This design comes from an exercise in tuning for a short achievable clock period and few clock cycles per item on the open sky130 flow, not from production work.
Only simulation tests tie the RTL to the original design; equivalence was not proved.
No driver is modelled on the clock port, so clocking that relies on it looks cheaper here than on a real chip.
Power and IR drop assume default switching activity.

--- flow/flow/run.sh ---
#!/bin/bash
# Standard ORFS layout with these changes:
# - adders are left to ABC (no full-adder cell extraction);
# - repair_timing aims for a setup slack far above the 11 ns clock's, and
#   may resize cells across footprints, so paths are optimised well below
#   the clock period; after CTS more repair rounds run (post_cts.tcl);
# - the clock tree is built from buf_12/buf_16 cells, with clusters of up
#   to 20 sinks within 80 um.
set -euo pipefail
bash standard.sh SETUP_SLACK_MARGIN=7.5 ADDER_MAP_FILE= MATCH_CELL_FOOTPRINT=0 \
  POST_CTS_TCL=$PWD/flow/post_cts.tcl \
  "CTS_ARGS=-sink_clustering_enable -repair_clock_nets -sink_clustering_size 20 -sink_clustering_max_diameter 80 -buf_list {sky130_fd_sc_hd__buf_12 sky130_fd_sc_hd__buf_16} -root_buf sky130_fd_sc_hd__buf_16" \
  finish > standard.log 2>&1
--- flow/flow/post_cts.tcl ---
# Extra setup repair after clock tree synthesis: rounds with a growing
# margin, so the worst paths do not stop the repair of the others.
foreach m {7.0 7.2 7.4 7.6 7.8 8.0} {
  repair_timing -setup -setup_margin $m -repair_tns 100 -max_passes 100
}
detailed_placement
check_placement -verbose
estimate_parasitics -placement
report_worst_slack
--- flow/standard.sh ---
#!/bin/bash
# synth_recipe.tcl (not shown) runs the flow's synth.tcl, then flattens the netlist and writes it again
# the make line also repeats each setting of config.mk as NAME=value (left out here)
make -C /OpenROAD-flow-scripts/flow DESIGN_CONFIG=/design/flow/config.mk WORK_HOME=/design/flow/orfs CLKGATE_MAP_FILE= SYNTH_SCRIPT=/design/flow/synth_recipe.tcl "${@:-finish}"
--- flow/config.mk ---
export PLATFORM = sky130hd
export DESIGN_NAME = rv_core
export DESIGN_NICKNAME = rv_core
export VERILOG_FILES = /design/flow/design.v
export SDC_FILE = /design/flow/constraint.sdc
export NUM_CORES = 8
export LEC_CHECK = 0
export CAP_MARGIN = 20
export CORE_MARGIN = 2
export CORE_UTILIZATION = 70
export SETUP_SLACK_MARGIN = 1.5
export SLEW_MARGIN = 20
export SYNTH_HIERARCHICAL = 1
--- flow/constraint.sdc ---
create_clock -name core_clock -period 11.0 [get_ports {clk}]
set_input_delay 2.2000 -clock core_clock [delete_from_list [all_inputs] [get_ports {clk}]]
set_output_delay 2.2000 -clock core_clock [all_outputs]
set_load 0.01 [all_outputs]
--- flow/design.v ---
package rv_pkg;
    typedef enum logic [6:0] {
        OP     = 7'b0110011,
        OP_IMM = 7'b0010011,
        LUI    = 7'b0110111,
        LOAD   = 7'b0000011,
        STORE  = 7'b0100011,
        JAL    = 7'b1101111
    } opcode_e;
    typedef enum logic [3:0] {
        ADD    = 4'd0,
        SUB    = 4'd1,
        AND    = 4'd2,
        OR     = 4'd3,
        XOR    = 4'd4,
        SLL    = 4'd5,
        SRL    = 4'd6,
        SRA    = 4'd7,
        SLT    = 4'd8,
        PASS_B = 4'd9
    } alu_op_e;
    typedef enum logic [1:0] {
        IMM_I = 2'd0,
        IMM_S = 2'd1,
        IMM_U = 2'd2,
        IMM_J = 2'd3
    } imm_type_e;
    typedef enum logic [1:0] {
        WB_ALU  = 2'd0,
        WB_MEM  = 2'd1,
        WB_LINK = 2'd2
    } wb_sel_e;
endpackage
module pc_inc (
    input  logic [31:0] pc,
    output logic [31:0] pc4
);
    assign pc4 = pc + 32'd4;
endmodule
module jal_add (
    input  logic [31:0] pc,
    input  logic [31:0] instr,
    output logic [31:0] tgt
);
    ks_add32 add (.a(pc), .b({{12{instr[31]}}, instr[19:12], instr[20], instr[30:21], 1'b0}), .s(tgt));
endmodule
module pc_next (
    input  logic        take,
    input  logic [31:0] tgt,
    input  logic [31:0] oth,
    output logic [31:0] nx
);
    assign nx = ({32{take}} & tgt) | oth;
endmodule
module is_jal_op (
    input  logic [6:0] opc,
    output logic       jal
);
    assign jal = (opc == 7'b1101111);
endmodule
module d_operands (
    input  logic [31:0] dmem_rdata,
    input  logic [31:0] res_m,
    input  logic [31:0] res_w,
    input  logic [31:0] rf1,
    input  logic [31:0] rf2,
    input  logic [31:0] pc,
    input  logic [31:0] imm,
    input  logic        a_ld,
    input  logic        a_m,
    input  logic        a_w,
    input  logic        a_rf,
    input  logic        a_pc,
    input  logic        b_ld,
    input  logic        b_m,
    input  logic        b_w,
    input  logic        b_rf,
    input  logic        b_imm,
    input  logic        s_ld,
    input  logic        s_m,
    input  logic        s_w,
    input  logic        s_rf,
    output logic [31:0] oth_a,
    output logic [31:0] oth_b,
    output logic [31:0] st_data
);
    assign oth_a = ({32{a_ld}} & dmem_rdata) | ({32{a_m}} & res_m) | ({32{a_w}} & res_w)
                 | ({32{a_rf}} & rf1) | ({32{a_pc}} & pc);
    assign oth_b = ({32{b_ld}} & dmem_rdata) | ({32{b_m}} & res_m) | ({32{b_w}} & res_w)
                 | ({32{b_rf}} & rf2) | ({32{b_imm}} & imm);
    assign st_data = ({32{s_ld}} & dmem_rdata) | ({32{s_m}} & res_m) | ({32{s_w}} & res_w)
                   | ({32{s_rf}} & rf2);
endmodule
module ks_aoi (
    input  logic gh,
    input  logic ph,
    input  logic gl,
    input  logic pl,
    output logic gn,
    output logic pn
);
    assign gn = ~(gh | (ph & gl));
    assign pn = ~(ph & pl);
endmodule
module ks_oai (
    input  logic ghn,
    input  logic phn,
    input  logic gln,
    input  logic pln,
    output logic g,
    output logic p
);
    assign g = ~(ghn & (phn | gln));
    assign p = ~(phn | pln);
endmodule
module ks_inv (
    input  logic g,
    input  logic p,
    output logic gn,
    output logic pn
);
    assign gn = ~g;
    assign pn = ~p;
endmodule
module ks_prefix32 (
    input  logic [31:0] g,
    input  logic [31:0] p,
    output logic [31:0] c
);
    logic [31:0] gl [0:5];
    logic [31:0] pl [0:5];
    assign gl[0] = g;
    assign pl[0] = p;
    for (genvar l = 0; l < 5; l++) begin : lv
        for (genvar i = 0; i < 32; i++) begin : bt
            if (i >= (1 << l)) begin : op
                if (l % 2 == 0) begin : a
                    ks_aoi c (.gh(gl[l][i]), .ph(pl[l][i]), .gl(gl[l][i-(1<<l)]), .pl(pl[l][i-(1<<l)]),
                              .gn(gl[l+1][i]), .pn(pl[l+1][i]));
                end else begin : o
                    ks_oai c (.ghn(gl[l][i]), .phn(pl[l][i]), .gln(gl[l][i-(1<<l)]), .pln(pl[l][i-(1<<l)]),
                              .g(gl[l+1][i]), .p(pl[l+1][i]));
                end
            end else begin : pass
                ks_inv c (.g(gl[l][i]), .p(pl[l][i]), .gn(gl[l+1][i]), .pn(pl[l+1][i]));
            end
        end
    end
    assign c = ~gl[5];
endmodule
module ks_prefix12 (
    input  logic [11:0] g,
    input  logic [11:0] p,
    output logic [11:0] c
);
    logic [11:0] gl [0:4];
    logic [11:0] pl [0:4];
    assign gl[0] = g;
    assign pl[0] = p;
    for (genvar l = 0; l < 4; l++) begin : lv
        for (genvar i = 0; i < 12; i++) begin : bt
            if (i >= (1 << l)) begin : op
                if (l % 2 == 0) begin : a
                    ks_aoi c (.gh(gl[l][i]), .ph(pl[l][i]), .gl(gl[l][i-(1<<l)]), .pl(pl[l][i-(1<<l)]),
                              .gn(gl[l+1][i]), .pn(pl[l+1][i]));
                end else begin : o
                    ks_oai c (.ghn(gl[l][i]), .phn(pl[l][i]), .gln(gl[l][i-(1<<l)]), .pln(pl[l][i-(1<<l)]),
                              .g(gl[l+1][i]), .p(pl[l+1][i]));
                end
            end else begin : pass
                ks_inv c (.g(gl[l][i]), .p(pl[l][i]), .gn(gl[l+1][i]), .pn(pl[l+1][i]));
            end
        end
    end
    assign c = gl[4];
endmodule
module ks_add32 (
    input  logic [31:0] a,
    input  logic [31:0] b,
    output logic [31:0] s
);
    logic [31:0] c;
    ks_prefix32 pre (.g(a & b), .p(a ^ b), .c(c));
    assign s = a ^ b ^ {c[30:0], 1'b0};
endmodule
module ks_sub32 (
    input  logic [31:0] a,
    input  logic [31:0] b,
    output logic [31:0] d
);
    logic [31:0] g, p, c;
    assign p = a ^ ~b;
    assign g = {a[31:1] & ~b[31:1], a[0] | ~b[0]};
    ks_prefix32 pre (.g(g), .p(p), .c(c));
    assign d = p ^ {c[30:0], 1'b1};
endmodule
module ks_add12 (
    input  logic [11:0] a,
    input  logic [11:0] b,
    output logic [12:0] s
);
    logic [11:0] c;
    ks_prefix12 pre (.g(a & b), .p(a ^ b), .c(c));
    assign s = {c[11], a ^ b ^ {c[10:0], 1'b0}};
endmodule
module reg_file (
    input  logic                    clk,
    input  logic                    arst_n,
    input  logic [32-1:0]    rs1_oh,
    input  logic [32-1:0]    rs2_oh,
    input  logic [5-1:0]  rd,
    input  logic [32-1:0]        wdata,
    output logic [32-1:0]    valid_nx,
    output logic [32-1:0]        rs1_data,
    output logic [32-1:0]        rs2_data
);
    logic [32-1:0]     regs [1:32-1];
    logic [32-1:0] valid;
    always_ff @(posedge clk) begin
        if (rd != '0) begin
            regs[rd] <= wdata;
        end
    end
    always_comb begin
        for (int i = 0; i < 32; i++) begin
            valid_nx[i] = arst_n && (i != 0) && (valid[i] || rd == 5'(i));
        end
    end
    always_ff @(posedge clk) begin
        valid <= valid_nx;
    end
    logic [32-1:0] regs_flat [0:32-1];
    always_comb begin
        regs_flat[0] = '0;
        for (int i = 1; i < 32; i++) regs_flat[i] = regs[i];
    end
    for (genvar b = 0; b < 32; b++) begin : rd_bit
        logic [32-1:0] col;
        for (genvar i = 0; i < 32; i++) begin : c
            assign col[i] = regs_flat[i][b];
        end
        rf_read_mux m1 (.sel(rs1_oh), .d(col), .y(rs1_data[b]));
        rf_read_mux m2 (.sel(rs2_oh), .d(col), .y(rs2_data[b]));
    end
endmodule
module rf_read_mux (
    input  logic [31:0] sel,
    input  logic [31:0] d,
    output logic        y
);
    logic [10:0] g;
    logic [2:0]  h;
    for (genvar k = 0; k < 10; k++) begin : l1
        rf_aoi222 c (.a1(sel[3*k+1]), .b1(d[3*k+1]), .a2(sel[3*k+2]), .b2(d[3*k+2]),
                     .a3(sel[3*k+3]), .b3(d[3*k+3]), .y(g[k]));
    end
    rf_nand2 l1_last (.a(sel[31]), .b(d[31]), .y(g[10]));
    rf_nand4 l2_0 (.a(g[0]), .b(g[1]), .c(g[2]),  .d(g[3]),  .y(h[0]));
    rf_nand4 l2_1 (.a(g[4]), .b(g[5]), .c(g[6]),  .d(g[7]),  .y(h[1]));
    rf_nand4 l2_2 (.a(g[8]), .b(g[9]), .c(g[10]), .d(1'b1), .y(h[2]));
    rf_or3   l3   (.a(h[0]), .b(h[1]), .c(h[2]), .y(y));
endmodule
module rf_aoi222 (
    input  logic a1, b1, a2, b2, a3, b3,
    output logic y
);
    assign y = ~((a1 & b1) | (a2 & b2) | (a3 & b3));
endmodule
module rf_nand2 (
    input  logic a, b,
    output logic y
);
    assign y = ~(a & b);
endmodule
module rf_nand4 (
    input  logic a, b, c, d,
    output logic y
);
    assign y = ~(a & b & c & d);
endmodule
module rf_or3 (
    input  logic a, b, c,
    output logic y
);
    assign y = a | b | c;
endmodule
module alu_add (
    input  logic [31:0] a,
    input  logic [31:0] b,
    output logic [31:0] sum
);
    ks_add32 add (.a(a), .b(b), .s(sum));
endmodule
module alu_sub (
    input  logic [31:0] a,
    input  logic [31:0] b,
    output logic [31:0] diff,
    output logic        lt
);
    ks_sub32 sub (.a(a), .b(b), .d(diff));
    assign lt   = (a[31] ^ b[31]) ? a[31] : diff[31];
endmodule
module alu_shift (
    input  logic [31:0] a_sl,
    input  logic [31:0] a_sr,
    input  logic [4:0]  sh,
    input  logic        sra,
    output logic [31:0] y
);
    assign y = (a_sl << sh) | $unsigned($signed({sra & a_sr[31], a_sr}) >>> sh);
endmodule
module op_mux (
    input  logic [31:0] sum,
    input  logic [31:0] diff,
    input  logic        lt,
    input  logic [31:0] t_sh,
    input  logic [31:0] a_l,
    input  logic [31:0] b_l,
    input  logic        e_add,
    input  logic        e_sub,
    input  logic        e_slt,
    input  logic        e_xor,
    input  logic        e_or,
    input  logic        e_and,
    input  logic        fa,
    input  logic        fb,
    input  logic        d_log,
    input  logic        d_sll,
    input  logic        d_sr,
    input  logic [31:0] oth_a,
    input  logic [31:0] oth_b,
    output logic [31:0] res,
    output logic [31:0] nx_a,
    output logic [31:0] nx_b,
    output logic [31:0] nx_al,
    output logic [31:0] nx_bl,
    output logic [31:0] nx_asl,
    output logic [31:0] nx_asr,
    output logic [4:0]  nx_sh
);
    logic [31:0] t_log;
    assign t_log = ({32{e_xor}} & (a_l ^ b_l))
                 | ({32{e_or}}  & (a_l | b_l))
                 | ({32{e_and}} & (a_l & b_l));
    assign res = ({32{e_add}} & sum) | ({32{e_sub}} & diff) | {31'd0, e_slt & lt}
               | t_log | t_sh;
    assign nx_a   = fa ? res : oth_a;
    assign nx_b   = fb ? res : oth_b;
    assign nx_al  = d_log ? nx_a : 32'd0;
    assign nx_bl  = d_log ? nx_b : 32'd0;
    assign nx_asl = d_sll ? nx_a : 32'd0;
    assign nx_asr = d_sr  ? nx_a : 32'd0;
    assign nx_sh  = (d_sll || d_sr) ? nx_b[4:0] : 5'd0;
endmodule
module rv_core (
    input  logic                    clk,
    input  logic                    arst_n,
    output logic [32-1:0]        imem_addr,
    input  logic [32-1:0]        imem_data,
    output logic [32-1:0]        dmem_addr,
    output logic [32-1:0]        dmem_wdata,
    output logic                    dmem_we,
    input  logic [32-1:0]        dmem_rdata,
    output logic                    wb_en,
    output logic [5-1:0]  wb_rd,
    output logic [32-1:0]        wb_data
);
    localparam logic [6:0] OPC_OP     = 7'b0110011;
    localparam logic [6:0] OPC_OP_IMM = 7'b0010011;
    localparam logic [6:0] OPC_LUI    = 7'b0110111;
    localparam logic [6:0] OPC_LOAD   = 7'b0000011;
    localparam logic [6:0] OPC_STORE  = 7'b0100011;
    localparam logic [6:0] OPC_JAL    = 7'b1101111;
    logic [31:0] pc_f;
    logic        v_d;
    logic [31:0] ir_d;
    logic [31:0] pc_d;
    logic        is_op, is_opi, is_lui, is_ld, is_st, is_jal;
    logic        stall;
    logic [31:0] rs1_oh, rs2_oh;
    logic        q_a_ld, q_a_m, q_a_w, q_a_rf, q_a_pc;
    logic        q_b_ld, q_b_m, q_b_w, q_b_rf, q_b_imm;
    logic        q_s_ld, q_s_m, q_s_w, q_s_rf;
    logic        q_fa, q_fb, q_fs, q_dlog, q_dsll, q_dsr;
    logic        we_e, ld_e, st_e;
    logic [4:0]  rd_e;
    logic [31:0] a_e, b_e, sd_e;
    logic        fs_e;
    logic        e_add, e_sub, e_slt, e_xor, e_or, e_and, e_sra;
    logic [31:0] res_e;
    logic        we_m, ld_m, st_m;
    logic [4:0]  rd_m;
    logic [31:0] res_m;
    logic [31:0] addr_m;
    logic [31:0] sd_m;
    logic [4:0]  rd_w;
    logic [31:0] res_w;
    logic        wb_en_q;
    logic [4:0]  wb_rd_q;
    logic [31:0] wb_data_q;
    logic [6:0] opc_f;
    logic [4:0] rs1_f, rs2_f;
    logic       op_f, opi_f, lui_f, ld_f, st_f, jal_f;
    logic       use1_f, use2_f;
    assign opc_f   = imem_data[6:0];
    assign rs1_f   = imem_data[19:15];
    assign rs2_f   = imem_data[24:20];
    assign op_f    = (opc_f == OPC_OP);
    assign opi_f   = (opc_f == OPC_OP_IMM);
    assign lui_f   = (opc_f == OPC_LUI);
    assign ld_f    = (opc_f == OPC_LOAD);
    assign st_f    = (opc_f == OPC_STORE);
    is_jal_op jal_dec (
        .opc (opc_f),
        .jal (jal_f)
    );
    assign use1_f  = op_f || opi_f || ld_f || st_f;
    assign use2_f  = op_f || st_f;
    logic [31:0] tgt_f, seq_f, nx_pc, nx_pc_o;
    logic        stall_nx;
    jal_add jal_add_i (
        .pc    (pc_f),
        .instr (imem_data),
        .tgt   (tgt_f)
    );
    pc_inc pc_inc_i (
        .pc  (pc_f),
        .pc4 (seq_f)
    );
    logic        take;
    logic [31:0] oth_pc;
    assign take   = arst_n && !stall && jal_f;
    assign oth_pc = !arst_n ? 32'd0 : (stall ? pc_f : (jal_f ? 32'd0 : seq_f));
    pc_next pc_next_i (
        .take (take),
        .tgt  (tgt_f),
        .oth  (oth_pc),
        .nx   (nx_pc)
    );
    pc_next pc_next_o (
        .take (take),
        .tgt  (tgt_f),
        .oth  (oth_pc),
        .nx   (nx_pc_o)
    );
    logic [4:0] rd_d;
    assign rd_d     = ir_d[11:7];
    assign stall_nx = !stall && v_d && is_ld && (rd_d != 5'd0) &&
                      ((use1_f && rs1_f == rd_d) || (use2_f && rs2_f == rd_d));
    logic [4:0] rs1_n, rs2_n;
    logic       we_d, we_dx;
    assign rs1_n = stall ? ir_d[19:15] : rs1_f;
    assign rs2_n = stall ? ir_d[24:20] : rs2_f;
    assign we_dx = we_d && !stall;
    logic       n_jal, n_lui, n_op, n_alu;
    logic [2:0] n_f3;
    assign n_jal = stall ? is_jal : jal_f;
    assign n_lui = stall ? is_lui : lui_f;
    assign n_op  = stall ? is_op : op_f;
    assign n_alu = stall ? (is_op || is_opi) : (op_f || opi_f);
    assign n_f3  = stall ? ir_d[14:12] : imem_data[14:12];
    logic hm1, hm2, hw1, hw2, a_src_n, b_src_n;
    assign hm1     = we_e && rd_e == rs1_n;
    assign hm2     = we_e && rd_e == rs2_n;
    assign hw1     = we_m && rd_m == rs1_n;
    assign hw2     = we_m && rd_m == rs2_n;
    assign a_src_n = !n_jal && !n_lui;
    assign b_src_n = n_op;
    always_ff @(posedge clk) begin
        q_a_ld  <= a_src_n && hm1 && ld_e;
        q_a_m   <= a_src_n && hm1 && !ld_e;
        q_a_w   <= a_src_n && !hm1 && hw1;
        q_a_rf  <= a_src_n && !hm1 && !hw1;
        q_a_pc  <= n_jal;
        q_b_ld  <= b_src_n && hm2 && ld_e;
        q_b_m   <= b_src_n && hm2 && !ld_e;
        q_b_w   <= b_src_n && !hm2 && hw2;
        q_b_rf  <= b_src_n && !hm2 && !hw2;
        q_b_imm <= !b_src_n;
        q_s_ld  <= hm2 && ld_e;
        q_s_m   <= hm2 && !ld_e;
        q_s_w   <= !hm2 && hw2;
        q_s_rf  <= !hm2 && !hw2;
        q_fa    <= we_dx && rd_d == rs1_f && use1_f;
        q_fb    <= we_dx && rd_d == rs2_f && op_f;
        q_fs    <= we_dx && rd_d == rs2_f;
        q_dlog  <= n_alu && (n_f3 == 3'b100 || n_f3 == 3'b110 || n_f3 == 3'b111);
        q_dsll  <= n_alu && n_f3 == 3'b001;
        q_dsr   <= n_alu && n_f3 == 3'b101;
        for (int i = 0; i < 32; i++) begin
            rs1_oh[i] <= (rs1_n == 5'(i)) && rf_valid_nx[i];
            rs2_oh[i] <= (rs2_n == 5'(i)) && rf_valid_nx[i];
        end
    end
    logic [31:0] pc_o;
    always_ff @(posedge clk) begin
        pc_f  <= nx_pc;
        pc_o  <= nx_pc_o;
        stall <= arst_n && stall_nx;
        v_d   <= arst_n;
    end
    always_ff @(posedge clk) begin
        if (!stall) begin
            ir_d    <= imem_data;
            pc_d    <= pc_f;
            is_op   <= op_f;
            is_opi  <= opi_f;
            is_lui  <= lui_f;
            is_ld   <= ld_f;
            is_st   <= st_f;
            is_jal  <= jal_f;
        end
    end
    logic [4:0] rs1_d, rs2_d;
    logic [2:0] f3_d;
    logic       alt_d;
    logic       f3_ok, writes_d, use_rs1;
    logic [31:0] imm_i, imm_s, imm_u;
    assign f3_d  = ir_d[14:12];
    assign rs1_d = ir_d[19:15];
    assign rs2_d = ir_d[24:20];
    assign alt_d = ir_d[30];
    assign f3_ok    = (f3_d != 3'b011);
    assign writes_d = ((is_op || is_opi) && f3_ok) || is_lui || is_ld || is_jal;
    assign we_d     = v_d && writes_d && (rd_d != 5'd0);
    assign use_rs1  = is_op || is_opi || is_ld || is_st;
    assign imm_i = {{20{ir_d[31]}}, ir_d[31:20]};
    assign imm_s = {{20{ir_d[31]}}, ir_d[31:25], ir_d[11:7]};
    assign imm_u = {ir_d[31:12], 12'b0};
    logic [31:0] rf1, rf2;
    logic [31:0] rf_valid_nx;
    logic [31:0] m_val;
    logic [31:0] byp2;
    reg_file reg_file_i (
        .clk      (clk),
        .arst_n   (arst_n),
        .rs1_oh   (rs1_oh),
        .rs2_oh   (rs2_oh),
        .rd       (rd_w),
        .wdata    (res_w),
        .valid_nx (rf_valid_nx),
        .rs1_data (rf1),
        .rs2_data (rf2)
    );
    assign m_val = ld_m ? dmem_rdata : res_m;
    logic [31:0] a_l, b_l, a_sl, a_sr;
    logic [4:0]  sh_e;
    logic [31:0] sum;
    logic d_alu, d_add, d_sub, d_slt, d_xor, d_or, d_and, d_sll, d_sr, d_log, d_sh;
    assign d_alu = is_op || is_opi;
    assign d_add = !d_alu || (f3_d == 3'b000 && !(is_op && alt_d));
    assign d_sub = is_op && f3_d == 3'b000 && alt_d;
    assign d_slt = d_alu && f3_d == 3'b010;
    assign d_xor = d_alu && f3_d == 3'b100;
    assign d_or  = d_alu && f3_d == 3'b110;
    assign d_and = d_alu && f3_d == 3'b111;
    assign d_sll = d_alu && f3_d == 3'b001;
    assign d_sr  = d_alu && f3_d == 3'b101;
    assign d_log = d_xor || d_or || d_and;
    assign d_sh  = d_sll || d_sr;
    logic [31:0] oth_a, oth_b, imm_b;
    always_comb begin
        if (is_jal)      imm_b = 32'd4;
        else if (is_lui) imm_b = imm_u;
        else if (is_st)  imm_b = imm_s;
        else             imm_b = imm_i;
    end
    d_operands d_operands_i (
        .dmem_rdata (dmem_rdata),
        .res_m      (res_m),
        .res_w      (res_w),
        .rf1        (rf1),
        .rf2        (rf2),
        .pc         (pc_d),
        .imm        (imm_b),
        .a_ld       (q_a_ld),
        .a_m        (q_a_m),
        .a_w        (q_a_w),
        .a_rf       (q_a_rf),
        .a_pc       (q_a_pc),
        .b_ld       (q_b_ld),
        .b_m        (q_b_m),
        .b_w        (q_b_w),
        .b_rf       (q_b_rf),
        .b_imm      (q_b_imm),
        .s_ld       (q_s_ld),
        .s_m        (q_s_m),
        .s_w        (q_s_w),
        .s_rf       (q_s_rf),
        .oth_a      (oth_a),
        .oth_b      (oth_b),
        .st_data    (byp2)
    );
    logic fa, fb, fs;
    assign fa = q_fa;
    assign fb = q_fb;
    assign fs = q_fs;
    logic [31:0] nx_a, nx_b, nx_al, nx_bl, nx_asl, nx_asr;
    logic [4:0]  nx_sh;
    logic [31:0] diff_e, sh_y;
    logic        lt_e;
    alu_add alu_add_i (
        .a   (a_e),
        .b   (b_e),
        .sum (sum)
    );
    alu_sub alu_sub_i (
        .a    (a_e),
        .b    (b_e),
        .diff (diff_e),
        .lt   (lt_e)
    );
    alu_shift alu_shift_i (
        .a_sl (a_sl),
        .a_sr (a_sr),
        .sh   (sh_e),
        .sra  (e_sra),
        .y    (sh_y)
    );
    op_mux op_mux_i (
        .sum    (sum),
        .diff   (diff_e),
        .lt     (lt_e),
        .t_sh   (sh_y),
        .a_l    (a_l),
        .b_l    (b_l),
        .e_add  (e_add),
        .e_sub  (e_sub),
        .e_slt  (e_slt),
        .e_xor  (e_xor),
        .e_or   (e_or),
        .e_and  (e_and),
        .res    (res_e),
        .fa     (fa),
        .fb     (fb),
        .d_log  (q_dlog),
        .d_sll  (q_dsll),
        .d_sr   (q_dsr),
        .oth_a  (oth_a),
        .oth_b  (oth_b),
        .nx_a   (nx_a),
        .nx_b   (nx_b),
        .nx_al  (nx_al),
        .nx_bl  (nx_bl),
        .nx_asl (nx_asl),
        .nx_asr (nx_asr),
        .nx_sh  (nx_sh)
    );
    always_ff @(posedge clk) begin
        we_e <= arst_n && we_d && !stall;
        ld_e <= arst_n && v_d && is_ld && !stall;
        st_e <= arst_n && v_d && is_st && !stall;
    end
    always_ff @(posedge clk) begin
        rd_e  <= rd_d;
        a_e   <= nx_a;
        b_e   <= nx_b;
        sd_e  <= byp2;
        fs_e  <= fs;
        a_l   <= nx_al;
        b_l   <= nx_bl;
        a_sl  <= nx_asl;
        a_sr  <= nx_asr;
        sh_e  <= nx_sh;
        e_add <= d_add;
        e_sub <= d_sub;
        e_slt <= d_slt;
        e_xor <= d_xor;
        e_or  <= d_or;
        e_and <= d_and;
        e_sra <= alt_d;
    end
    always_ff @(posedge clk) begin
        we_m <= arst_n && we_e;
        ld_m <= arst_n && ld_e;
    end
    always_ff @(posedge clk or negedge arst_n) begin
        if (!arst_n) st_m <= 1'b0;
        else         st_m <= st_e;
    end
    always_ff @(posedge clk) begin
        rd_m   <= rd_e;
        res_m  <= res_e;
        addr_m <= sum;
        sd_m   <= fs_e ? res_m : sd_e;
    end
    always_ff @(posedge clk) begin
        rd_w <= (arst_n && we_m) ? rd_m : 5'd0;
    end
    always_ff @(posedge clk) begin
        wb_en_q <= arst_n && we_m;
    end
    always_ff @(posedge clk) begin
        res_w     <= m_val;
        wb_rd_q   <= rd_m;
        wb_data_q <= we_m ? m_val : 32'd0;
    end
    assign imem_addr  = pc_o;
    assign dmem_addr  = addr_m;
    assign dmem_wdata = sd_m;
    assign dmem_we    = st_m;
    assign wb_en      = wb_en_q;
    assign wb_rd      = wb_rd_q;
    assign wb_data    = wb_data_q;
endmodule
==> summary.txt, run 1 <==
* Layout Skew at 79.43 ps
* Status: complete, no violations
* Clock slew at reported path FFs at 100 ps
* Crit path max-delay family: flip-flops
* CTS tree: done
* IO buf count at 200
* Layout fillers at approximately 6.3k
* Initial antenna violation count at 17
* CP Cell Sequence: buf_6
* Gr ovfl total at 0
* Critical Path Start: pc_o[19]
* Biggest register: reg_file_i.regs
* Post-synthesis cell count at ~6.0k
* Gpl congestion at 1.068
* Final instance area at 0.08539 sq mm
* Slowest cell on the critical path: dfxtp_4
* Area grow syn2layout at 12.63%
* Largest net degree at the start of global routing at 110
* Hold Path Class: register to register
* Max-slew violation count at 0
* Clk pwr share at a little under a third
* Reg2reg end: a_l[1]
* R2r worst-path depth at 8
* Most common cell after layout, fill and taps aside: edfxtp_1
* DR pass1 iterations at 15
* Final ANT Viol Nets at 0
* Logic gate share of total power at around a tenth
* Worst EP arrival at 1230 ps
* Core ar. at 0.1072 sq mm
* Fmax at ~0.29 GHz
* Max FFs per register at a little under 1k
* Post-Layout Cell Count at 7,754
* Placed cells at approximately 7.5k
* Routed via count at ~63k
* Ys Warns at 14
* First-pass GRT wire length at a little over 400,000 um
* # DRC at 0
* Crit path depth at 1
* Peak supply drop at between 100 and 150 uV
* Max Cap Viol at 0
* Clock Latency Late Sink at about 730 ps
* Starting Density at between 70 and 80%
* Power Density at roughly 140 mW/mm^2
* Die Span Y at approximately 330 um
* Post-layout min period at approximately 3400 ps
* Die area at 0.1110 sq mm
* CP endpoint: imem_addr[19]
* Worst Setup End Kind: output port
* RSZ-0062 raised after global routing: no
* Slew @ Worst Pin at between 1000 and 1500 ps
* Setup CP Type: register to output port
* Worst R2R Setup Slack at 7660 ps
* Die Wd at 333.1 um
* Int Power at 8.995 mW
* Worst flop-to-flop path startpoint: rs1_oh[13]
* DR WL/cell at approximately 37 um
* Final net count at 6,335
* Layout cell share with drive strength beyond 1 at between 20% and 30%
* Vias in the first global route at about 61k
* Total Routing Usage GR at about half
* Fin. Hold Viols at 0
* Max_slew headroom at ~17%
* Initial DRC count at ~17k
* Ports at between 200 and 250
* Hpwl dp at around 180,000 um
* # clock sinks at roughly 1.7k
* Worst stage delay on the critical path at 380 ps
* Worst Path Buf+Inv at 1
* Commonest cells after routing, fill and taps aside: edfxtp_1 (1,052), a222oi_1 (705), dfxtp_1 (445)
* Via density at 8.132
* Setup violators final at 0
* Sum of negative setup slack at 0 ps
* Placed Area at 0.08021 sq mm
* Mapped Area at between 0.07 and 0.08 sq mm
* Syn avg cell area at around 13 sq um
* Std-Cell Rows at between 100 and 150
* Worst EP required at 8800 ps
* Critical path startpoint category: register
* Final period util at a little under a third
* Switch Pwr at 3.333 mW
* Leakage at between 30 and 40 nW
* Crit Path Max Fanout at 1
* DRT Wirelength at roughly 290,000 um
* Flop pwr share at 59.8%
* Switching Fraction at 27.04%
## cell type report
class,count,area [sq um],share of cell area (%)
Sequential cell,1657,43970,51.50
Multi-Input combinational cell,3871,32370,37.91
Timing Repair Buffer,406,3820,4.474
Clock buffer,98,2029,2.377
Tap cell,1403,1755,2.056
Inverter,236,905.9,1.061
Clock inverter,68,494.2,0.5788
Antenna cell,15,37.54,0.04396
## power groups by stage
stage                     registers [mW]  logic, mW  clock network [mW]
after global placement              7.45       1.10                   0
after global routing                7.37       1.27                3.88
final                               7.37       1.23                3.73
after detailed placement            7.46       1.12                   0
after floorplan                     7.38      0.599                   0
## worst min path at each step
| stage | from | end | slack, ps | depth (start not counted) |
|---|---|---|---|---|
| 5_1_grt | q_fs | fs_e | 330 | 0 |
| 3_5_place_dp | q_fs | fs_e | 320 | 0 |
| 6_report | q_fs | fs_e | 330 | 0 |
| 3_3_place_gp | q_fs | fs_e | 310 | 0 |
| 2_1_floorplan | q_fs | fs_e | 310 | 0 |
## layer usage
layer	share of wire (%)	wire [um]	global-route usage, %	up-vias
met4	8.7	24880	32.31	22
met2	41	117400	70.92	7124
met5	0.21	588	1.129	-
met1	31	89910	63.25	29520
met3	19	53610	21.38	1570
li1	-	-	-	24820
## per-stage QoR
step | util, % | setup WS [ps] | hold WS, ps | power [mW]
after floorplan | - | 7437 | 309.6 | 7.980
after global placement | 74.82 | 6247 | 310.8 | 8.549
after detailed placement | 74.82 | 6235 | 316.3 | 8.584
after global routing | 79.62 | 7580 | 334.6 | 12.52
final | 79.65 | 7572 | 333.0 | 12.33
Testbench counts, summed over its fixed seeds: cycles 8,406, instrs 8,183.
==> run 2, diff against run 1 <==
--- a/flow/flow/run.sh
+++ b/flow/flow/run.sh
@@ -7,6 +7,8 @@
 # - the clock tree is built from buf_12/buf_16 cells, with clusters of up
-#   to 20 sinks within 80 um.
+#   to 20 sinks within 80 um;
+# - before detailed placement, the flip-flops that drive only an output
+#   port's buffer are put next to that buffer (pre_dpl.tcl).
 set -euo pipefail
 bash standard.sh SETUP_SLACK_MARGIN=7.5 ADDER_MAP_FILE= MATCH_CELL_FOOTPRINT=0 \
-  POST_CTS_TCL=$PWD/flow/post_cts.tcl \
+  POST_CTS_TCL=$PWD/flow/post_cts.tcl PRE_DETAIL_PLACE_TCL=$PWD/flow/pre_dpl.tcl \
   "CTS_ARGS=-sink_clustering_enable -repair_clock_nets -sink_clustering_size 20 -sink_clustering_max_diameter 80 -buf_list {sky130_fd_sc_hd__buf_12 sky130_fd_sc_hd__buf_16} -root_buf sky130_fd_sc_hd__buf_16" \
==> flow/flow/pre_dpl.tcl (new file) <==
# Put each flip-flop that drives only an output port's buffer next to that
# buffer, before detailed placement legalizes the placement.
set block [ord::get_db_block]
set moved 0
foreach bterm [$block getBTerms] {
  if {[$bterm getIoType] ne "OUTPUT"} { continue }
  set net [$bterm getNet]
  if {$net eq "NULL"} { continue }
  set buf ""
  foreach it [$net getITerms] {
    if {[$it isOutputSignal]} { set buf [$it getInst] }
  }
  if {$buf eq ""} { continue }
  foreach it [$buf getITerms] {
    if {![$it isInputSignal]} { continue }
    set n2 [$it getNet]
    if {$n2 eq "NULL"} { continue }
    set drv ""
    set sinks 0
    foreach it2 [$n2 getITerms] {
      if {[$it2 isOutputSignal]} { set drv [$it2 getInst] } else { incr sinks }
    }
    if {$drv ne "" && $sinks == 1 && [[$drv getMaster] isSequential]} {
      set loc [$buf getLocation]
      $drv setLocation [lindex $loc 0] [lindex $loc 1]
      incr moved
    }
  }
}
puts "pre_dpl: moved $moved output flip-flops next to their port buffers"
==> summary.txt, run 2 <==
* Flop pwr share at roughly three fifths
* Fin. Hold Viols at 0
* Commonest cells after routing, fill and taps aside: edfxtp_1 (1,052), a222oi_1 (705), dfxtp_1 (458)
* Post-synthesis cell count at 5,954
* Critical Path Start: st_m
* Critical path startpoint category: register
* Most common cell after layout, fill and taps aside: edfxtp_1
* Layout fillers at approximately 6.3k
* Ys Warns at 14
* Via density at between 8 and 9
* Reg2reg end: b_l[1]
* Worst flop-to-flop path startpoint: rs2_oh[15]
* Slew @ Worst Pin at 1308 ps
* Crit path max-delay family: flip-flops
* Area grow syn2layout at 12.67%
* Worst Setup End Kind: output port
* Max Cap Viol at 0
* Crit path depth at 1
* Hold Path Class: register to register
* Setup violators final at 0
* Leakage at about 31 nW
* Die area at between 0.1 and 0.15 sq mm
* Clk pwr share at around 30%
* Initial antenna violation count at 20
* Int Power at ~9 mW
* Worst EP required at between 8000 and 9000 ps
* Largest net degree at the start of global routing at 110
* DR pass1 iterations at 17
* Gr ovfl total at 0
* # clock sinks at between 1.5k and 2k
* Power Density at 144.0 mW/mm^2
* Worst R2R Setup Slack at ~7700 ps
* Total Routing Usage GR at between 50% and 60%
* Die Span Y at around 330 um
* CP Cell Sequence: clkbuf_2
* First-pass GRT wire length at roughly 410,000 um
* Vias in the first global route at between 60k and 70k
* Final instance area at 0.08542 sq mm
* R2r worst-path depth at 8
* RSZ-0062 raised after global routing: no
* Layout cell share with drive strength beyond 1 at about a quarter
* Switching Fraction at between 20 and 30%
* Gpl congestion at ~1.1
* Slowest cell on the critical path: dfrtp_1
* Switch Pwr at roughly 3.3 mW
* Max FFs per register at about 990
* Mapped Area at about 0.076 sq mm
* Post-layout min period at ~3400 ps
* Worst EP arrival at 1230 ps
* Syn avg cell area at roughly 13 sq um
* Layout Skew at approximately 48 ps
* Final period util at 31.14%
* # DRC at 0
* DRT Wirelength at roughly 290,000 um
* CP endpoint: dmem_we
* Sum of negative setup slack at 0 ps
* Routed via count at approximately 63k
* Status: complete, no violations
* Biggest register: reg_file_i.regs
* Hold Path Depth at 0
* Core ar. at around 0.11 sq mm
* Crit Path Max Fanout at 1
* Clock Latency Late Sink at 710 ps
* Ports at roughly 200
* Hpwl dp at around 190,000 um
* Fmax at 0.2919 GHz
* CTS tree: done
* Max_slew headroom at between 10% and 20%
* Max-slew violation count at 0
* Worst Path Buf+Inv at 1
* Logic gate share of total power at 10.0%
* Clock slew at reported path FFs at 90 ps
* Final ANT Viol Nets at 0
* Peak supply drop at ~160 uV
* Final net count at roughly 6.3k
* Starting Density at a little over two thirds
* IO buf count at 200
* Die Wd at ~330 um
* Std-Cell Rows at 120
* Initial DRC count at about 17k
* Setup CP Type: register to output port
* Worst stage delay on the critical path at 380 ps
* DR WL/cell at between 30 and 40 um
* Placed Area at ~0.08 sq mm
==> run 2: cell count changes in the layout (fill, tap and decap cells not counted), sizes merged, moves of 2 or more <==
cell	change
clkbuf	+2
clkinv	-3
clkdlybuf4s50	+4
diode	-6
buf	+6
dlymetal6s2s	-6
inv	+11
==> run 2: power groups by stage <==
| stage | registers [mW] | clock network [mW] | logic (mW) |
|---|---|---|---|
| after floorplan | 7.38 | 0 | 0.599 |
| after global placement | 7.45 | 0 | 1.10 |
| after detailed placement | 7.47 | 0 | 1.12 |
| after global routing | 7.37 | 3.86 | 1.27 |
| final | 7.37 | 3.69 | 1.23 |
==> run 2: worst min path at each step <==
stage	from	to	slack [ps]
after global placement	q_fs	fs_e	310
after global routing	q_fs	fs_e	340
final	q_fs	fs_e	330
after detailed placement	q_fs	fs_e	310
after floorplan	q_fs	fs_e	310
==> run 2: per-stage QoR <==
step | hold WS (ps) | instances | utilization (%) | power, mW | setup slack (ps)
global route | 337.9 | 7754 | 79.66 | 12.50 | 7556
finish | 329.3 | 7762 | 79.68 | 12.30 | 7574
global placement | 310.8 | 7508 | 74.82 | 8.549 | 6247
detailed placement | 312.0 | 7508 | 74.82 | 8.590 | 6125
floorplan | 309.6 | 5955 | - | 7.980 | 7437
==> run 2: layer usage <==
metal  global-route usage, %  wire (um)  vias to the layer above
met5                   1.216        322                        -
met4                   33.39      25540                       28
met3                   20.34      54490                     1608
met2                   72.19     119300                     7213
met1                   63.76      90150                    29620
li1                        -          -                    24840
==> run 2: final cells by class <==
type	count	area, sq um	share of cell area, %
multi-input combinational	3871	32470	38.02
clock inverter	76	467.9	0.5478
antenna	9	22.52	0.02637
timing repair buffer	411	3796	4.444
clock buffer	99	2049	2.399
sequential	1657	43950	51.45
tap	1403	1755	2.055
inverter	236	905.9	1.061
==> run 3, diff against run 2 <==
--- a/flow/flow/run.sh
+++ b/flow/flow/run.sh
@@ -11,3 +11,3 @@
 set -euo pipefail
-bash standard.sh SETUP_SLACK_MARGIN=7.5 ADDER_MAP_FILE= MATCH_CELL_FOOTPRINT=0 \
+bash standard.sh SETUP_SLACK_MARGIN=8.0 ADDER_MAP_FILE= MATCH_CELL_FOOTPRINT=0 \
   POST_CTS_TCL=$PWD/flow/post_cts.tcl PRE_DETAIL_PLACE_TCL=$PWD/flow/pre_dpl.tcl \
--- a/flow/flow/post_cts.tcl
+++ b/flow/flow/post_cts.tcl
@@ -2,3 +2,3 @@
 # margin, so the worst paths do not stop the repair of the others.
-foreach m {7.0 7.2 7.4 7.6 7.8 8.0} {
+foreach m {7.4 7.6 7.8 8.0 8.2} {
   repair_timing -setup -setup_margin $m -repair_tns 100 -max_passes 100
==> summary.txt, run 3 <==
* Peak supply drop at between 150 and 200 uV
* Worst EP required at 8800 ps
* IO buf count at 200
* # DRC at 0
* Worst EP arrival at roughly 1200 ps
* Clock slew at reported path FFs at 80 ps
* GR Util met3 at between 20% and 30%
* Die Span Y at about 330 um
* Layout Skew at between 50 and 60 ps
* Placed cells at roughly 7.5k
* Post-synthesis cell count at roughly 6.0k
* Ys Warns at 14
* Crit path max-delay family: flip-flops
* Max_slew headroom at 20.84%
* RSZ-0062 raised after global routing: yes
* CTS tree: done
* Post-Layout Cell Count at roughly 7.9k
* Hold Path Class: register to register
* Routed via count at 65.81k
* Crit Path Max Fanout at 1
* Syn avg cell area at ~13 sq um
* Fin. Hold Viols at 0
* Sum of negative setup slack at 0 ps
* GR Util met1 at 63.87%
* Setup violators final at 0
* Status: complete, no violations
* CP Cell Sequence: clkbuf_2
* Total power at between 10 and 15 mW
* Gpl congestion at 1.080
* Final net count at between 6k and 7k
* Gr ovfl total at 0
* Via density at just over 8
* Layout cell share with drive strength beyond 1 at between 30% and 40%
* Vias in the first global route at approximately 63k
* Final period util at a little under a third
* Ports at 201
* Largest net degree at the start of global routing at between 90 and 100
* Worst stage delay on the critical path at between 300 and 400 ps
* Power Density at between 100 and 150 mW/mm^2
* Slew @ Worst Pin at around 1200 ps
* Fmax at just under 0.3 GHz
* GR Util met2 at between 70 and 80%
* Worst setup margin at approximately 7600 ps
* Placed Area at roughly 0.08 sq mm
* Worst Setup End Kind: output port
* Commonest cells after routing, fill and taps aside: edfxtp_1 (1,052), a222oi_1 (705), dfxtp_1 (421)
* Max Cap Viol at 0
* Mapped Area at roughly 0.076 sq mm
* DR WL/cell at about 38 um
* Slowest cell on the critical path: dfrtp_1
* Most common cell after layout, fill and taps aside: edfxtp_1
* Die area at approximately 0.11 sq mm
* Max-slew violation count at 0
* Clock Latency Late Sink at 730 ps
* Layer with the highest usage: met2
* Initial DRC count at approximately 19k
* WHS at roughly 330 ps
* Leakage at 32.58 nW
* Core ar. at ~0.11 sq mm
* Area grow syn2layout at 18.91%
* Std-Cell Rows at 120
* Setup CP Type: register to output port
* First-pass GRT wire length at between 400,000 and 500,000 um
* Worst Path Buf+Inv at 1
* Max FFs per register at between 900 and 1k
* Post-layout min period at approximately 3400 ps
* Hpwl dp at around 190,000 um
* Final core utilization at between 80% and 90%
* Final ANT Viol Nets at 0
* Biggest register: reg_file_i.regs
* DRT Wirelength at a little over 300,000 um
* Final instance area at roughly 0.090 sq mm
* # clock sinks at ~1.7k
* DR pass1 iterations at 20
* Pre-CTS setup slack at 6134 ps
* Initial antenna violation count at 23
* Critical path startpoint category: register
* Total Routing Usage GR at between 50% and 60%
* Starting Density at between 70% and 80%
* Die Wd at between 300 and 400 um
[run 3: final timing paths]
path | start | slack (ps) | cells after the start | end
min in group asynchronous | arst_n | 1870 | 3 | st_m
hold / removal | q_fs | 330 | 0 | fs_e
setup reg to reg | sh_e[1] | 7830 | 12 | a_sr[22]
setup / recovery | st_m | 7600 | 1 | dmem_we
hold reg to reg | q_fs | 330 | 0 | fs_e
max in group asynchronous | arst_n | 8770 | 3 | st_m
[run 3: area by class of cell]
class / instances / area [sq um]
sequential: 1657 / 44100
antenna: 16 / 40.04
tap: 1403 / 1755
clock inverter: 69 / 486.7
clock buffer: 96 / 1989
multi-input combinational: 3872 / 35070
fill: 5385 / 17050
timing repair buffer: 569 / 5773
inverter: 236 / 929.6
[run 3: routing by layer]
metal / vias up / wire length [um]
met5: - / 470
met4: 30 / 30910
met3: 2081 / 57190
met2: 7868 / 123800
met1: 30670 / 91610
li1: 25160 / -
[run 3: power by group]
part	switching, mW	leakage (nW)	internal (mW)	total [mW]
logic	0.880	16.6	0.548	1.43
clock network	2.16	1.34	1.48	3.64
registers	0.382	14.6	7.00	7.38
total	3.42	32.6	9.03	12.5
==> run 4, diff against run 3 <==
==> flow/flow/run.sh (replaced) <==
#!/bin/bash
# Standard ORFS layout with these changes:
# - adders are left to ABC (no full-adder cell extraction);
# - repair_timing aims for a setup slack far above the 11 ns clock's, and
#   may resize cells across footprints, so paths are optimised well below
#   the clock period; after CTS more repair rounds run (post_cts.tcl);
# - the clock tree is built from buf_12/buf_16 cells, with clusters of up
#   to 18 sinks within 72 um;
# - before detailed placement, the flip-flops that drive only an output
#   port's buffer are put next to that buffer (pre_dpl.tcl).
set -euo pipefail
bash standard.sh SETUP_SLACK_MARGIN=7.8 ADDER_MAP_FILE= MATCH_CELL_FOOTPRINT=0 \
  POST_CTS_TCL=$PWD/flow/post_cts.tcl PRE_DETAIL_PLACE_TCL=$PWD/flow/pre_dpl.tcl \
  "CTS_ARGS=-sink_clustering_enable -repair_clock_nets -sink_clustering_size 18 -sink_clustering_max_diameter 72 -buf_list {sky130_fd_sc_hd__buf_12 sky130_fd_sc_hd__buf_16} -root_buf sky130_fd_sc_hd__buf_16" \
  finish > standard.log 2>&1
--- a/flow/flow/post_cts.tcl
+++ b/flow/flow/post_cts.tcl
@@ -2,3 +2,3 @@
 # margin, so the worst paths do not stop the repair of the others.
-foreach m {7.4 7.6 7.8 8.0 8.2} {
+foreach m {7.2 7.4 7.6 7.8 8.0} {
   repair_timing -setup -setup_margin $m -repair_tns 100 -max_passes 100
==> summary.txt, run 4 <==
* Status: complete, no violations
* Slew @ Worst Pin at approximately 1300 ps
* Final period util at 31.23%
* Layout cell share with drive strength beyond 1 at a little over a quarter
* Clock Latency Late Sink at ~740 ps
* Commonest cells after routing, fill and taps aside: edfxtp_1 (1,052), a222oi_1 (705), dfxtp_1 (409)
* Area grow syn2layout at 14.30%
* Layout fillers at a little under 6k
* Clock slew at reported path FFs at ~80 ps
* Fmax at 0.2911 GHz
* Starting Density at 70.72%
* Routed via count at 64.19k
* Leakage at between 30 and 40 nW
* CP Cell Sequence: clkbuf_2
* Die Span Y at around 330 um
* Gr ovfl total at 0
* DR WL/cell at 38.05 um
* Met1 Wirelength at 91,590 um
* Hpwl dp at 186,700 um
* Post-synthesis cell count at roughly 6.0k
* Crit Path Max Fanout at 1
* Wire length on met2 at 120,700 um
* Worst EP arrival at between 1000 and 1500 ps
* Die Wd at roughly 330 um
* Max FFs per register at 992
* WHS at between 300 and 400 ps
* Hold Path Class: register to register
* DR pass1 iterations at 17
* Post-layout min period at approximately 3400 ps
* Fin. Hold Viols at 0
* Std-Cell Rows at between 100 and 150
* Ports at roughly 200
* Max-slew violation count at 0
* Worst EP required at ~8800 ps
* Sum of negative setup slack at 0 ps
* IO buf count at 200
* Die area at around 0.11 sq mm
* Crit path max-delay family: flip-flops
* Worst Path Buf+Inv at 1
* Syn avg cell area at 12.73 sq um
* First-pass GRT wire length at just over 400,000 um
* Routed wl met3 at ~55,000 um
* Core ar. at 0.1072 sq mm
* Biggest register: reg_file_i.regs
* Largest net degree at the start of global routing at about 110
* Total Routing Usage GR at between 50% and 60%
* Worst Setup End Kind: output port
* Initial antenna violation count at 30
* Final net count at between 6k and 7k
* Layout Skew at 52.24 ps
* Peak supply drop at 183.3 uV
* Max_slew headroom at 14.05%
* Max Cap Viol at 0
* Gpl congestion at around 1.0
* Via density at around 8
* Top Metal Used: met5
* DRT Wirelength at between 200,000 and 300,000 um
* CTS tree: done
* Worst stage delay on the critical path at roughly 370 ps
* Most common cell after layout, fill and taps aside: edfxtp_1
* # DRC at 0
* Critical path startpoint category: register
* Mapped Area at roughly 0.076 sq mm
* RSZ-0062 raised after global routing: yes
* Vias in the first global route at a little over 60k
* Setup violators final at 0
* # clock sinks at approximately 1.7k
* Setup CP Type: register to output port
* Final ANT Viol Nets at 0
* Power Density at around 140 mW/mm^2
* Initial DRC count at 18.18k
* Slowest cell on the critical path: dfrtp_1
* Final core utilization at between 80 and 90%
* Ys Warns at 14
==> run 4: area by class of cell <==
class	instances	area [sq um]	share of cell area, %
flip-flops and latches	1657	44040	50.82
multi-input cells	3871	32900	37.96
repair buffers	437	4337	5.005
clock buffers	107	2210	2.550
well taps	1403	1755	2.026
inverters	236	900.9	1.040
clock inverters	64	494.2	0.5703
diodes	9	22.52	0.02599
==> run 4: worst paths after layout <==
kind	startpoint	to	slack (ps)	depth (start not counted)
max	st_m	dmem_we	7560	1
min	q_fs	fs_e	330	0
max reg2reg	rs1_oh[15]	a_e[6]	7710	8
min reg2reg	q_fs	fs_e	330	0
max in group asynchronous	arst_n	st_m	9350	2
min in group asynchronous	arst_n	st_m	1460	2
==> run 4: power by group <==
part,switching [mW],internal (mW)
logic,0.810,0.483
clock network,2.18,1.67
registers,0.374,7.01
==> run 4: layer usage <==
layer  up-vias  global-route usage, %
met5         -                 0.1303
met3      1834                  22.70
met4        30                  35.23
met1     30070                  63.54
li1      24910                      -
met2      7337                  72.92
==> run 4: stage by stage <==
| step | instances | setup slack [ps] | area, sq um | power (mW) |
|---|---|---|---|---|
| after global placement | 7499 | 6180 | 80240 | 8.554 |
| final | 7784 | 7564 | 86650 | 12.52 |
| after detailed placement | 7499 | 6187 | 80240 | 8.590 |
| after global routing | 7777 | 7542 | 86640 | 12.71 |
| after floorplan | 5955 | 7437 | 76250 | 7.982 |

## afterwards: timing with drivers on the ports
The flow's constraints put no driver on any port. The routed layouts listed below were extracted and timed again, unchanged, in two steps.
Step 1, drivers: a clkbuf_16 drives clk and a buf_2 each remaining input, both assumed.
Step 2 moves the port delays by t, midway between the first and last clock arrival at a register: inputs arrive t later, outputs are due t later. That takes back most of the time a late clock gives input paths.
Slacks: ideal ports / drivers / drivers and shift; pairs: ideal ports / drivers.
run | t, ns | setup WS [ns] | worst register clock-pin slew, ns
run 1 | 0.778 | 7.572 / 7.483 / 6.894 | 0.10 / 0.10
run 2 | 0.780 | 7.574 / 7.483 / 6.859 | 0.10 / 0.10
run 3 | 0.798 | 7.596 / 7.504 / 6.846 | 0.10 / 0.10
run 4 | 0.803 | 7.564 / 7.476 / 6.857 | 0.09 / 0.09
After both steps every run listed still meets setup and hold. For run 3, which loses most, drivers alone change the setup slack by -0.092 ns; drivers and shift together by -0.750 ns.
